Background: an optimization exercise with open tools, aiming at small area, a short achievable clock period and few clock cycles. Do not read the settings as production practice. In this exercise RTL edits were held to simulation tests only and were not proved equivalent to the original.

before:
## slot_pool_best_fit_allocator
module slot_pool_best_fit_allocator #(
   parameter int MAX_SLOTS     = 64,
   parameter int CAPACITY_BITS = 16
) (
   input  logic                  clock,
   input  logic                  reset,
   input  logic                  csr_psel,
   input  logic                  csr_penable,
   input  logic                  csr_pwrite,
   input  logic [CSR_ADDR_W-1:0] csr_paddr,
   input  logic [CSR_DATA_W-1:0] csr_pwdata,
   output logic [CSR_DATA_W-1:0] csr_prdata,
   output logic                  csr_pready,
   input  logic                    req_valid,
   output logic                    req_ready,
   input  logic [MODE_W-1:0]       req_mode,
   input  logic [AMOUNT_W-1:0]     req_amount,
   input  logic [SLOT_INDEX_W-1:0] req_slot_index,
   output logic                    rsp_valid,
   input  logic                    rsp_ready,
   output logic [SLOT_INDEX_W-1:0] rsp_granted_slot,
   output logic                    rsp_created,
   output logic [1:0]              rsp_status,
   output logic [COUNT_W-1:0]      rsp_free_slots,
   output logic [COUNT_W-1:0]      rsp_total_slots
);
   localparam int N         = MAX_SLOTS;
   localparam int CW        = CAPACITY_BITS;
   localparam int SLOT_W    = $clog2(N);
   localparam int CNT_W     = $clog2(N + 1);
   localparam int DIV_STEPS = 1;                  
   localparam int DIV_CYC   = CW / DIV_STEPS;
   localparam int DCNT_W    = $clog2(DIV_CYC + 1);
   localparam logic [CNT_W-1:0] MAX_COUNT = CNT_W'(N);
   localparam logic [2:0] PH_IDLE  = 3'd0;    
   localparam logic [2:0] PH_LOAD  = 3'd1;    
   localparam logic [2:0] PH_CMP   = 3'd2;    
   localparam logic [2:0] PH_CHECK = 3'd3;    
   localparam logic [2:0] PH_DIV   = 3'd4;    
   localparam logic [2:0] PH_BOUND = 3'd5;    
   localparam logic [2:0] PH_TCMP  = 3'd6;    
   localparam logic [2:0] PH_TIE   = 3'd7;    
   logic [CFG_SLOTS_W-1:0] cfg_slots_ff;
   logic [CFG_CAP_W-1:0]   cfg_cap_ff;
   logic                   csr_write;
   logic                   csr_sel_cap;
   logic [CFG_SLOTS_W-1:0] new_slots;
   logic [CFG_CAP_W-1:0]   new_cap;
   logic [CNT_W-1:0]       new_n;
  ...
make LEC_CHECK=0 ABC_CLOCK_PERIOD_IN_PS=3500 CAP_MARGIN=30 CORE_MARGIN=2 CORE_UTILIZATION=35 SETUP_SLACK_MARGIN=3.0 SLEW_MARGIN=30 finish   # period 7.0 ns
run.sh (not shown) runs the stock make flow with config.mk's settings and CLKGATE_MAP_FILE= SYNTH_SCRIPT=/design/flow/synth_recipe.tcl, a recipe that flattens the netlist after the stock synthesis.
Testbench counts of before, summed over its fixed seeds: cycles 10,798.
#### Input delta (after over before)
diff --git a/flow/design.v b/flow/design.v
--- a/flow/design.v
+++ b/flow/design.v
@@ -46,25 +46,25 @@
    output logic                    rsp_valid,
    input  logic                    rsp_ready,
    output logic [SLOT_INDEX_W-1:0] rsp_granted_slot,
    output logic                    rsp_created,
    output logic [1:0]              rsp_status,
    output logic [COUNT_W-1:0]      rsp_free_slots,
    output logic [COUNT_W-1:0]      rsp_total_slots
 );
    localparam int N         = MAX_SLOTS;
    localparam int CW        = CAPACITY_BITS;
    localparam int SLOT_W    = $clog2(N);
    localparam int CNT_W     = $clog2(N + 1);
-   localparam int DIV_STEPS = 1;                  
+   localparam int DIV_STEPS = 2;                  
    localparam int DIV_CYC   = CW / DIV_STEPS;
    localparam int DCNT_W    = $clog2(DIV_CYC + 1);
    localparam logic [CNT_W-1:0] MAX_COUNT = CNT_W'(N);
    localparam logic [2:0] PH_IDLE  = 3'd0;    
    localparam logic [2:0] PH_LOAD  = 3'd1;    
    localparam logic [2:0] PH_CMP   = 3'd2;    
    localparam logic [2:0] PH_CHECK = 3'd3;    
    localparam logic [2:0] PH_DIV   = 3'd4;    
    localparam logic [2:0] PH_BOUND = 3'd5;    
    localparam logic [2:0] PH_TCMP  = 3'd6;    
    localparam logic [2:0] PH_TIE   = 3'd7;    
    logic [CFG_SLOTS_W-1:0] cfg_slots_ff;
[summary]
The flip-flop and latch count of after and that of before are within noise of each other. The total placed cells including tap cells number comes out lower for after vs before. Higher standard-cell row count among before and after: before. after vs before: count of clock buffers in the final design down in after. Total non-filler cell area in the finished layout ended up 2.2% lower on after than on before.
Testbench counts of after, summed over its fixed seeds: cycles 10,710.

[static timing again, ports no longer ideal]
In the flow no input, the clock included, has a driving cell. The finished layouts below were timed again as built, in two steps. Step 1 (the two cells are an assumption about what drives the block):
set clk [get_ports {clock}]
set_driving_cell -lib_cell sky130_fd_sc_hd__clkbuf_16 $clk
set_driving_cell -lib_cell sky130_fd_sc_hd__buf_2 [delete_from_list [all_inputs] $clk]
Step 2 times the ports against the registers' clock, not the clock port: input delays grow and output delays shrink by t, the midpoint of the rising clock arrivals with the driver on. Three values: ideal, step 1, step 2; two values: the first two.
run	shift t [ns]	setup WS [ns]	hold slack, ns	latest minus earliest clock arrival (ns)	worst register clock-pin slew, ns
before	0.964	2.745 / 2.745 / 1.978	0.455 / 0.455 / 0.455	0.077 / 0.077	0.07 / 0.07
after	0.984	1.395 / 1.395 / 1.395	0.455 / 0.455 / 0.455	0.054 / 0.055	0.07 / 0.07
After both steps setup and hold are still met in every run listed. For before, which loses most, drivers alone change the setup slack by 0.000 ns; drivers and shift together by -0.767 ns.
